Context: an optimization exercise on an open-source flow, tuned for a short achievable clock period and few clock cycles. The choices shown serve that exercise and are no tape-out recipe.
In this exercise RTL edits were held to simulation tests only and were not proved equivalent to the original.
Power figures rest on the tool's default switching activity, not on a simulated workload.

==> flow/design.v <==
package isa_pkg;
    typedef struct packed {
        logic [6:0] funct7;
        logic [4:0] rs2;
        logic [4:0] rs1;
        logic [2:0] funct3;
        logic [4:0] rd;
        logic [6:0] opcode;
    } r_fmt_t;
    typedef struct packed {
        logic [11:0] imm12;
        logic [4:0]  rs1;
        logic [2:0]  funct3;
        logic [4:0]  rd;
        logic [6:0]  opcode;
    } i_fmt_t;
    typedef union packed {
        r_fmt_t r;
        i_fmt_t i;
    } instr_t;
    localparam logic [6:0] OPC_OP     = 7'b0110011;
    localparam logic [6:0] OPC_OP_IMM = 7'b0010011;
    localparam logic [6:0] OPC_LUI    = 7'b0110111;
    localparam logic [6:0] OPC_AUIPC  = 7'b0010111;
    localparam logic [6:0] OPC_JAL    = 7'b1101111;
    localparam logic [6:0] OPC_JALR   = 7'b1100111;
    localparam logic [6:0] OPC_BRANCH = 7'b1100011;
    localparam logic [2:0] F3_ADD  = 3'b000;   
    localparam logic [2:0] F3_SLL  = 3'b001;
    localparam logic [2:0] F3_SLT  = 3'b010;
    localparam logic [2:0] F3_SLTU = 3'b011;
    localparam logic [2:0] F3_XOR  = 3'b100;
    localparam logic [2:0] F3_SR   = 3'b101;   
    localparam logic [2:0] F3_OR   = 3'b110;
    localparam logic [2:0] F3_AND  = 3'b111;
    localparam logic [2:0] F3_BEQ  = 3'b000;
    localparam logic [2:0] F3_BNE  = 3'b001;
    localparam logic [2:0] F3_BLT  = 3'b100;
    localparam logic [2:0] F3_BGE  = 3'b101;
    localparam logic [2:0] F3_BLTU = 3'b110;
    localparam logic [2:0] F3_BGEU = 3'b111;
    localparam instr_t INSTR_BUBBLE = '0;   
endpackage
package core_pkg;
    localparam int XLEN   = 32;
    localparam int REG_AW = 5;
    localparam logic [XLEN-1:0] RESET_PC = '0;
    localparam logic [3:0] ALU_ADD  = 4'b0000;
    localparam logic [3:0] ALU_SLL  = 4'b0001;
    localparam logic [3:0] ALU_SLT  = 4'b0010;
    localparam logic [3:0] ALU_SLTU = 4'b0011;
    localparam logic [3:0] ALU_XOR  = 4'b0100;
    localparam logic [3:0] ALU_SRL  = 4'b0101;
    localparam logic [3:0] ALU_OR   = 4'b0110;
    localparam logic [3:0] ALU_AND  = 4'b0111;
    localparam logic [3:0] ALU_SUB  = 4'b1000;
    localparam logic [3:0] ALU_SRA  = 4'b1001;
    localparam logic [3:0] ALU_BEQ  = 4'b1010;   
    localparam logic [3:0] ALU_BNE  = 4'b1011;
    localparam logic [3:0] ALU_BLT  = 4'b1100;
    localparam logic [3:0] ALU_BGE  = 4'b1101;
    localparam logic [3:0] ALU_BLTU = 4'b1110;
    localparam logic [3:0] ALU_BGEU = 4'b1111;
    localparam logic [2:0] RES_ALU   = 3'd0;
    localparam logic [2:0] RES_LUI   = 3'd1;
    localparam logic [2:0] RES_AUIPC = 3'd2;
    localparam logic [2:0] RES_LINK  = 3'd3;   
    localparam logic [2:0] RES_NONE  = 3'd4;
endpackage
import core_pkg::*;
module regfile (
    input  logic                       clk,
    input  logic                       rst,
    input  logic [core_pkg::REG_AW-1:0] rs1_addr,
    input  logic [core_pkg::REG_AW-1:0] rs2_addr,
    output logic [core_pkg::XLEN-1:0]   rs1_data,
    output logic [core_pkg::XLEN-1:0]   rs2_data,
    input  logic                       wen,
    input  logic [core_pkg::REG_AW-1:0] rd,
    input  logic [core_pkg::XLEN-1:0]   wdata
);
    logic [XLEN-1:0] regs [2**REG_AW];
    always_ff @(posedge clk or posedge rst) begin
        if (rst) begin
            for (int i = 0; i < 2**REG_AW; i++) begin
                regs[i] <= '0;
            end
        end else if (wen) begin
            regs[rd] <= wdata;   
        end
    end
    assign rs1_data = (wen && rd == rs1_addr) ? wdata : regs[rs1_addr];
    assign rs2_data = (wen && rd == rs2_addr) ? wdata : regs[rs2_addr];
endmodule
import core_pkg::*;
import isa_pkg::*;
module fetch_unit (
    input  logic                     clk,
    input  logic                     rst,
    input  logic                     redirect,
    input  logic [core_pkg::XLEN-1:0] redirect_pc,
    output logic [core_pkg::XLEN-1:0] imem_addr,
    input  isa_pkg::instr_t          imem_data,
    output logic                     id_valid,
    output isa_pkg::instr_t          id_instr,
    output logic [core_pkg::XLEN-1:0] id_pc
);
    logic [XLEN-1:0] pc;
    logic [XLEN-1:0] pc_next;
    assign pc_next   = redirect ? redirect_pc : pc + XLEN'(4);
    assign imem_addr = pc;
    always_ff @(posedge clk or posedge rst) begin
        if (rst) begin
            pc       <= RESET_PC;
            id_valid <= 1'b0;
        end else begin
            pc       <= pc_next;
            id_valid <= !redirect && imem_data != INSTR_BUBBLE;   
        end
    end
    always_ff @(posedge clk) begin
        id_instr <= redirect ? INSTR_BUBBLE : imem_data;   
        id_pc    <= pc;
    end
endmodule
import core_pkg::*;
import isa_pkg::*;
module decode_unit (
    input  logic                       clk,
    input  logic                       rst,
    input  logic                       flush,
    input  logic                       id_valid,
    input  isa_pkg::instr_t            id_instr,
    input  logic [core_pkg::XLEN-1:0]   id_pc,
    output logic [core_pkg::REG_AW-1:0] rs1_addr,
    output logic [core_pkg::REG_AW-1:0] rs2_addr,
    input  logic [core_pkg::XLEN-1:0]   rs1_data,
    input  logic [core_pkg::XLEN-1:0]   rs2_data,
    output logic                       ex_valid,
    output logic [core_pkg::XLEN-1:0]   ex_pc,
    output logic [3:0]                 ex_alu_op,
    output logic [2:0]                 ex_res_class,
    output logic                       ex_use_imm,
    output logic [core_pkg::XLEN-1:0]   ex_imm,
    output logic [core_pkg::REG_AW-1:0] ex_rs1,
    output logic [core_pkg::REG_AW-1:0] ex_rs2,
    output logic [core_pkg::XLEN-1:0]   ex_rs1_data,
    output logic [core_pkg::XLEN-1:0]   ex_rs2_data,
    output logic [core_pkg::REG_AW-1:0] ex_rd,
    output logic                       ex_wen
);
    logic [XLEN-1:0] imm_i;
    logic [XLEN-1:0] imm_b;
    logic [XLEN-1:0] imm_u;
    logic [XLEN-1:0] imm_j;
    logic [XLEN-1:0] imm;
    logic [3:0]      alu_op;
    logic [2:0]      res_class;
    logic            use_imm;
    logic            wen;
    logic            alt;
    function automatic logic [3:0] arith_op(input logic [2:0] f3, input logic sub_sra);
        case (f3)
            F3_ADD:  arith_op = sub_sra ? ALU_SUB : ALU_ADD;
            F3_SLL:  arith_op = ALU_SLL;
            F3_SLT:  arith_op = ALU_SLT;
            F3_SLTU: arith_op = ALU_SLTU;
            F3_XOR:  arith_op = ALU_XOR;
            F3_SR:   arith_op = sub_sra ? ALU_SRA : ALU_SRL;
            F3_OR:   arith_op = ALU_OR;
            default: arith_op = ALU_AND;
        endcase
    endfunction
    function automatic logic [3:0] branch_op(input logic [2:0] f3);
        case (f3)
            F3_BEQ:  branch_op = ALU_BEQ;
            F3_BNE:  branch_op = ALU_BNE;
            F3_BLT:  branch_op = ALU_BLT;
            F3_BGE:  branch_op = ALU_BGE;
            F3_BLTU: branch_op = ALU_BLTU;
            F3_BGEU: branch_op = ALU_BGEU;
            default: branch_op = ALU_ADD;   
        endcase
    endfunction
    assign rs1_addr = id_instr.r.rs1;
    assign rs2_addr = id_instr.r.rs2;
    assign alt      = id_instr.r.funct7[5];
    assign imm_i = {{20{id_instr.i.imm12[11]}}, id_instr.i.imm12};
    assign imm_b = {{20{id_instr.r.funct7[6]}}, id_instr.r.rd[0], id_instr.r.funct7[5:0],
                    id_instr.r.rd[4:1], 1'b0};
    assign imm_u = {id_instr.i.imm12, id_instr.i.rs1, id_instr.i.funct3, 12'b0};
    assign imm_j = {{12{id_instr.i.imm12[11]}}, id_instr.i.rs1, id_instr.i.funct3,
                    id_instr.i.imm12[0], id_instr.i.imm12[10:1], 1'b0};
    always_comb begin
        alu_op    = ALU_ADD;
        res_class = RES_NONE;
        use_imm   = 1'b0;
        imm       = imm_i;
        wen       = 1'b0;
        case (id_instr.r.opcode)
            OPC_OP: begin
                alu_op    = arith_op(id_instr.r.funct3, alt);
                res_class = RES_ALU;
                wen       = 1'b1;
            end
            OPC_OP_IMM: begin
                alu_op    = arith_op(id_instr.r.funct3, alt && id_instr.r.funct3 == F3_SR);
                res_class = RES_ALU;
                use_imm   = 1'b1;
                wen       = 1'b1;
            end
            OPC_LUI, OPC_AUIPC: begin
                res_class = (id_instr.r.opcode == OPC_LUI) ? RES_LUI : RES_AUIPC;
                imm       = imm_u;
                wen       = 1'b1;
            end
            OPC_JAL: begin
                res_class = RES_LINK;
                imm       = imm_j;
                wen       = 1'b1;
            end
            OPC_JALR: begin
                res_class = RES_LINK;
                use_imm   = 1'b1;   
                wen       = 1'b1;
            end
            OPC_BRANCH: begin
                alu_op = branch_op(id_instr.r.funct3);
                imm    = imm_b;
            end
            default: ;
        endcase
    end
    always_ff @(posedge clk or posedge rst) begin
        if (rst) begin
            ex_valid <= 1'b0;
            ex_wen   <= 1'b0;
        end else begin
            ex_valid <= id_valid && !flush;
            ex_wen   <= id_valid && !flush && wen && id_instr.r.rd != '0;
        end
    end
    always_ff @(posedge clk) begin
        ex_pc        <= id_pc;
        ex_alu_op    <= alu_op;
        ex_res_class <= res_class;
        ex_use_imm   <= use_imm;
        ex_imm       <= imm;
        ex_rs1       <= rs1_addr;
        ex_rs2       <= rs2_addr;
        ex_rs1_data  <= rs1_data;
        ex_rs2_data  <= rs2_data;
        ex_rd        <= id_instr.r.rd;
    end
endmodule
import core_pkg::*;
module execute_unit (
    input  logic                       clk,
    input  logic                       rst,
    input  logic                       ex_valid,
    input  logic [core_pkg::XLEN-1:0]   ex_pc,
    input  logic [3:0]                 ex_alu_op,
    input  logic [2:0]                 ex_res_class,
    input  logic                       ex_use_imm,
    input  logic [core_pkg::XLEN-1:0]   ex_imm,
    input  logic [core_pkg::REG_AW-1:0] ex_rs1,
    input  logic [core_pkg::REG_AW-1:0] ex_rs2,
    input  logic [core_pkg::XLEN-1:0]   ex_rs1_data,
    input  logic [core_pkg::XLEN-1:0]   ex_rs2_data,
    input  logic [core_pkg::REG_AW-1:0] ex_rd,
    input  logic                       ex_wen,
    output logic                       redirect,
    output logic [core_pkg::XLEN-1:0]   redirect_pc,
    output logic                       wb_valid,
    output logic [core_pkg::XLEN-1:0]   wb_pc,
    output logic                       wb_wen,
    output logic [core_pkg::REG_AW-1:0] wb_rd,
    output logic [core_pkg::XLEN-1:0]   wb_value
);
    logic [XLEN-1:0] rs1_val;
    logic [XLEN-1:0] rs2_val;
    logic [XLEN-1:0] op_b;
    logic [XLEN-1:0] alu_result;
    logic [XLEN-1:0] pc_imm;
    logic [XLEN-1:0] result;
    logic            cond;
    logic            is_link;
    assign rs1_val = (wb_wen && wb_rd == ex_rs1) ? wb_value : ex_rs1_data;
    assign rs2_val = (wb_wen && wb_rd == ex_rs2) ? wb_value : ex_rs2_data;
    assign op_b    = ex_use_imm ? ex_imm : rs2_val;
    always_comb begin
        alu_result = '0;
        cond       = 1'b0;
        case (ex_alu_op)
            ALU_ADD:  alu_result = rs1_val + op_b;
            ALU_SUB:  alu_result = rs1_val - op_b;
            ALU_SLL:  alu_result = rs1_val << op_b[4:0];
            ALU_SLT:  alu_result = XLEN'($signed(rs1_val) < $signed(op_b));
            ALU_SLTU: alu_result = XLEN'(rs1_val < op_b);
            ALU_XOR:  alu_result = rs1_val ^ op_b;
            ALU_SRL:  alu_result = rs1_val >> op_b[4:0];
            ALU_SRA:  alu_result = $signed(rs1_val) >>> op_b[4:0];
            ALU_OR:   alu_result = rs1_val | op_b;
            ALU_AND:  alu_result = rs1_val & op_b;
            ALU_BEQ:  cond = rs1_val == op_b;
            ALU_BNE:  cond = rs1_val != op_b;
            ALU_BLT:  cond = $signed(rs1_val) < $signed(op_b);
            ALU_BGE:  cond = $signed(rs1_val) >= $signed(op_b);
            ALU_BLTU: cond = rs1_val < op_b;
            ALU_BGEU: cond = rs1_val >= op_b;
        endcase
    end
    assign is_link = ex_res_class == RES_LINK;
    assign pc_imm  = ex_pc + ex_imm;   
    assign redirect    = ex_valid && (cond || is_link);
    assign redirect_pc = (is_link && ex_use_imm) ? {alu_result[XLEN-1:1], 1'b0} : pc_imm;
    always_comb begin
        case (ex_res_class)
            RES_ALU:   result = alu_result;
            RES_LUI:   result = ex_imm;
            RES_AUIPC: result = pc_imm;
            RES_LINK:  result = ex_pc + XLEN'(4);
            default:   result = '0;   
        endcase
    end
    always_ff @(posedge clk or posedge rst) begin
        if (rst) begin
            wb_valid <= 1'b0;
            wb_wen   <= 1'b0;
        end else begin
            wb_valid <= ex_valid;
            wb_wen   <= ex_wen;   
        end
    end
    always_ff @(posedge clk) begin
        wb_pc    <= ex_pc;
        wb_rd    <= ex_rd;
        wb_value <= result;
    end
endmodule
import core_pkg::*;
import isa_pkg::*;
module rv_core (
    input  logic                       clk,
    input  logic                       rst,
    output logic [core_pkg::XLEN-1:0]   imem_addr,
    input  logic [31:0]                 imem_data,
    output logic                       retire_valid,
    output logic [core_pkg::XLEN-1:0]   retire_pc,
    output logic                       retire_wen,
    output logic [core_pkg::REG_AW-1:0] retire_rd,
    output logic [core_pkg::XLEN-1:0]   retire_value
);
    logic              redirect;
    logic [XLEN-1:0]   redirect_pc;
    logic              id_valid;
    isa_pkg::instr_t            id_instr;
    logic [XLEN-1:0]   id_pc;
    logic [REG_AW-1:0] rs1_addr;
    logic [REG_AW-1:0] rs2_addr;
    logic [XLEN-1:0]   rs1_data;
    logic [XLEN-1:0]   rs2_data;
    logic              ex_valid;
    logic [XLEN-1:0]   ex_pc;
    logic [3:0]        ex_alu_op;
    logic [2:0]        ex_res_class;
    logic              ex_use_imm;
    logic [XLEN-1:0]   ex_imm;
    logic [REG_AW-1:0] ex_rs1;
    logic [REG_AW-1:0] ex_rs2;
    logic [XLEN-1:0]   ex_rs1_data;
    logic [XLEN-1:0]   ex_rs2_data;
    logic [REG_AW-1:0] ex_rd;
    logic              ex_wen;
    fetch_unit u_fetch (
        .clk         (clk),
        .rst         (rst),
        .redirect    (redirect),
        .redirect_pc (redirect_pc),
        .imem_addr   (imem_addr),
        .imem_data   (imem_data),
        .id_valid    (id_valid),
        .id_instr    (id_instr),
        .id_pc       (id_pc)
    );
    decode_unit u_decode (
        .clk          (clk),
        .rst          (rst),
        .flush        (redirect),
        .id_valid     (id_valid),
        .id_instr     (id_instr),
        .id_pc        (id_pc),
        .rs1_addr     (rs1_addr),
        .rs2_addr     (rs2_addr),
        .rs1_data     (rs1_data),
        .rs2_data     (rs2_data),
        .ex_valid     (ex_valid),
        .ex_pc        (ex_pc),
        .ex_alu_op    (ex_alu_op),
        .ex_res_class (ex_res_class),
        .ex_use_imm   (ex_use_imm),
        .ex_imm       (ex_imm),
        .ex_rs1       (ex_rs1),
        .ex_rs2       (ex_rs2),
        .ex_rs1_data  (ex_rs1_data),
        .ex_rs2_data  (ex_rs2_data),
        .ex_rd        (ex_rd),
        .ex_wen       (ex_wen)
    );
    regfile u_regfile (
        .clk      (clk),
        .rst      (rst),
        .rs1_addr (rs1_addr),
        .rs2_addr (rs2_addr),
        .rs1_data (rs1_data),
        .rs2_data (rs2_data),
        .wen      (retire_wen),
        .rd       (retire_rd),
        .wdata    (retire_value)
    );
    execute_unit u_execute (
        .clk          (clk),
        .rst          (rst),
        .ex_valid     (ex_valid),
        .ex_pc        (ex_pc),
        .ex_alu_op    (ex_alu_op),
        .ex_res_class (ex_res_class),
        .ex_use_imm   (ex_use_imm),
        .ex_imm       (ex_imm),
        .ex_rs1       (ex_rs1),
        .ex_rs2       (ex_rs2),
        .ex_rs1_data  (ex_rs1_data),
        .ex_rs2_data  (ex_rs2_data),
        .ex_rd        (ex_rd),
        .ex_wen       (ex_wen),
        .redirect     (redirect),
        .redirect_pc  (redirect_pc),
        .wb_valid     (retire_valid),
        .wb_pc        (retire_pc),
        .wb_wen       (retire_wen),
        .wb_rd        (retire_rd),
        .wb_value     (retire_value)
    );
endmodule
==> flow/run.sh <==
#!/bin/bash
# synth_recipe.tcl (not shown) runs the flow's synth.tcl, then flattens the netlist and writes it again
# the make line also repeats each setting of config.mk as NAME=value (left out here)
make -C /OpenROAD-flow-scripts/flow DESIGN_CONFIG=/design/flow/config.mk WORK_HOME=/design/flow/orfs CLKGATE_MAP_FILE= SYNTH_SCRIPT=/design/flow/synth_recipe.tcl finish
==> flow/config.mk <==
export PLATFORM = sky130hd
export DESIGN_NAME = rv_core
export DESIGN_NICKNAME = rv_core
export VERILOG_FILES = /design/flow/design.v
export SDC_FILE = /design/flow/constraint.sdc
export NUM_CORES = 4
export LEC_CHECK = 0
export CAP_MARGIN = 20
export CORE_MARGIN = 2
export CORE_UTILIZATION = 25
export PLACE_DENSITY = 0.4
export SLEW_MARGIN = 20
==> flow/constraint.sdc <==
create_clock -name core_clock -period 6.3 [get_ports {clk}]
set_input_delay 1.2600 -clock core_clock [delete_from_list [all_inputs] [get_ports {clk}]]
set_output_delay 1.2600 -clock core_clock [all_outputs]
set_load 0.01 [all_outputs]
==> run notes <==
CTS tree done; detailed-route via count about 68,000; CTS sink cnt 1,345; Num CTS Buffers between 150 and 200; Root Buffer clkbuf_16; switching share of power 0.267; initial antenna violation count 27; Iter 0 DRT Violations just over 10,000; fmax approximately 170 MHz; ANT nets after route 0; number of max-cap violations 0; Static Leak around 37 nW; syn_nets 6,972; switching power total about 5.5 mW; outcome no timing/DRC/antenna violations; minimum clock period 6.00 ns; gpl congestion 0.973; wire length per cell between 40 and 50 um; clk latency of the worst-skew pair a little under 0.9 ns; pin count of the biggest net entering global routing 170; GRT Total Usage 0.297; Pre-Repair DR Iteration Count 7; Seq pwr share 0.433; Die Wd ~540 um; Post-DP HPWL 296 mm; final wirelength about 450 mm; biggest area consumer among synthesized cells dfrtp_1; H-Tree Depth 4; sequential share of the synthesized area 0.445; Worst Clk Skew roughly 0.14 ns; Arr. time, crit path roughly 6.8 ns; Synth area leaders dfrtp_1 37%, mux2_2 16%, dfxtp_1 7.8%; site row count 197; Clk network pwr share 0.480; Int Power ~15 mW; share of layout cells above drive strength 1 0.268; Synth Flop Type dfrtp_1; maximum VDD drop between 0.15 and 0.2 mV; top cells by count, synth 1,061 x dfrtp_1, 1,048 x mux2_2, 474 x clkbuf_1; cts hold-fix bufs 0; Hold Crit Class flip-flop to flip-flop; Die Ht around 540 um; DRC viols 0; Final Hold Fails 0; Final nets roughly 7,000; Setup TNS Final 0 ns; Final Cycle Share 0.952; IO Pins 137; die area roughly 300,000 sq um; Final Max Tran Viols 0; placed inst area between 80,000 and 90,000 sq um; Port Buffers between 100 and 150; CTS max path bufs 4; Crit Path Max Fanout 34; Yosys top cell area share 0.367; grt ovf 0; post-CTS setup buffers 0; CTS-repair resized insts 0; area growth from synthesis to layout 18.2%; vias in the first global route between 60,000 and 70,000; clock-pin slew on the worst setup and hold paths roughly 0.060 ns; Synth Warn # 5; Post-synth EDFFs 0; hold_ws 0.321 ns; Worst-Margin Slew 1.31 ns; critical path class flip-flop to flip-flop; Critical Path RT 7.06 ns; Initial Utilization 0.251; final instance area about 86,000 sq um; Core ar. 288,000 sq um; most instantiated library cell after synthesis dfrtp_1; synthesized area per cell 10.6 sq um; mapped cell area just over 70,000 sq um; final setup fails 0; unrepaired setup endpoints after global routing no; global-route wire length before repair ~600 mm; Post-synth ARST share 0.789; Rel. slew slack 0.128; PwrDens 241 nW/um^2; Comb power frac 0.087; DR vias/cell roughly 6.3; CP endpoint kind flip-flop; Yosys reg bits roughly 1,300; Cells after Synth 6,802; crit start category flip-flop; Synth cell types 93
==> power groups by stage <==
stage	Sequential, mW	Clock [mW]	Combinational, mW
after global placement	9.07	0	1.74
final	8.91	9.89	1.79
after CTS	8.91	10.0	1.74
after floorplan	9.00	0	0.922
after global routing	8.92	10.3	1.86
after detailed placement	9.07	0	1.73
==> cells in the final DEF (no fill, tap or decap), types with 26 or more instances in the layout <==
| cell | netlist | final |
|---|---|---|
| dfrtp_1 | 1061 | 1061 |
| nor3_1 | 83 | 81 |
| clkbuf_1 | 474 | 36 |
| o21ai_0 | 239 | 239 |
| nand2b_1 | 33 | 33 |
| a221oi_1 | 358 | 358 |
| mux2_2 | 1048 | 1048 |
| nand4_1 | 149 | 149 |
| and2_1 | 65 | 63 |
| o32ai_1 | 69 | 63 |
| clkbuf_8 | 0 | 35 |
| and3_1 | 36 | 34 |
| xor2_1 | 49 | 49 |
| a21o_1 | 51 | 51 |
| o211ai_1 | 119 | 119 |
| a31oi_1 | 29 | 28 |
| nand2_1 | 316 | 301 |
| xnor2_1 | 90 | 90 |
| nor2_4 | 2 | 78 |
| clkdlybuf4s50_1 | 0 | 136 |
| buf_12 | 0 | 26 |
| a22oi_1 | 337 | 337 |
| ha_1 | 133 | 133 |
| a22o_1 | 325 | 325 |
| buf_4 | 4 | 352 |
| mux2i_1 | 70 | 70 |
| clkbuf_16 | 0 | 168 |
| nand3_1 | 202 | 198 |
| a21oi_1 | 222 | 221 |
| inv_1 | 111 | 109 |
| a211oi_1 | 56 | 56 |
| nor2_1 | 218 | 140 |
| dfxtp_1 | 284 | 269 |
| a21boi_0 | 29 | 29 |
==> final timing paths <==
check                                   start                endpoint  slack (ns)  depth (start not counted)
max                        u_execute.wb_rd[1]         u_decode.ex_wen        0.30                         19
min                         u_fetch.id_pc[11]      u_decode.ex_pc[11]        0.32                          0
max reg2reg                u_execute.wb_rd[1]         u_decode.ex_wen        0.30                         19
min reg2reg                 u_fetch.id_pc[11]      u_decode.ex_pc[11]        0.32                          0
max in group asynchronous                 rst   u_regfile.regs[2][10]        3.61                          3
min in group asynchronous                 rst  u_regfile.regs[21][24]        1.64                          3
==> final cells by class <==
type,count,area [sq um]
Sequential cell,1345,32300
Tap cell,3781,4730
Clock buffer,239,4820
Inverter,114,432
Antenna cell,15,37.5
Multi-Input combinational cell,4702,38100
Fill cell,29600,203000
Timing Repair Buffer,517,4580
Clock inverter,50,631
==> registers in the layout, indices dropped and copies added (netlist names), 32 cells and up <==
| signal | count |
|---|---|
| u_regfile.regs | 1024 |
| u_decode.ex_rs1_data | 32 |
| u_execute.wb_pc | 32 |
| u_decode.ex_rs2_data | 32 |
| u_fetch.pc | 32 |
| u_fetch.id_instr | 32 |
| u_decode.ex_pc | 32 |
| u_fetch.id_pc | 32 |
| u_decode.ex_imm | 32 |
| u_execute.wb_value | 32 |
==> kinds of logic (layout without fill, tap and decap cells) <==
group,Yosys count,after routing,share of synthesized area
AO/OA/AOI/OAI,2069,2069,0.215
XOR/XNOR,140,140,0.0170
adder cells (fa/ha/maj),136,136,0.0238
buffers and inverters,755,920,0.0402
flip-flops,1345,1345,0.445
multiplexers,1121,1121,0.173
other,0,15,0
AND/OR/NAND/NOR,1236,1236,0.0853
==> per-stage QoR <==
step                      total power [mW]  utilization  instances  setup slack (ns)
after floorplan                       9.92            -       6802             -9.59
after global placement                10.8        0.278      10500             0.484
after detailed placement              10.8        0.278      10500             0.427
after CTS                             20.6        0.297      10700             0.456
after global routing                  21.1        0.297      10800            0.0458
final                                 20.6        0.297      10800             0.303
==> critical path, cell delays in order, from the launching register on <==
cell and delay [ns]:
dfxtp_1 0.34, xnor2_1 0.40, and2_1 0.37, and2_2 0.58
mux2i_1 0.14, o21ai_0 0.33, ha_1 0.35, nor4_1 0.28
buf_4 0.19, o21ai_0 0.09, a21oi_1 0.51, o21ai_0 0.18
buf_4 0.18, or2_2 0.32, a31oi_1 0.29, nor2_1 0.13
mux2_2 0.31, nor2_2 0.32, buf_4 0.41, and3_1 0.24
==> routing by layer <==
metal | GRT usage | up-vias | part of all wire
met5 | 0 | - | 0.00012
met3 | 0.0747 | 1181 | 0.10
met2 | 0.438 | 4775 | 0.42
met4 | 0.160 | 10 | 0.064
li1 | - | 26300 | -
met1 | 0.395 | 35300 | 0.41
Testbench counts, summed over its fixed seeds: cycles 37,456.

## what the ideal ports hide
The results above use ideal ports. As a check the final layout listed here was re-extracted and re-timed, cells and wires unchanged. Step 1, drivers: a clkbuf_16 drives clk and a buf_2 each remaining input, both assumed. Step 2 also shifts input and output timing later by t, the mid clock arrival at the registers, as if the neighbouring blocks saw the same clock. Three values: ideal ports, drivers, drivers and shift; two values: the first two.
t, ns: 0.922
setup WS [ns]: 0.303 / 0.303 / 0.303
clock arrival spread, ns: 0.136 / 0.136
After both steps setup and hold are still met in this run. The setup slack of this run moves by 0.000 ns with the drivers and by 0.000 ns with both steps.
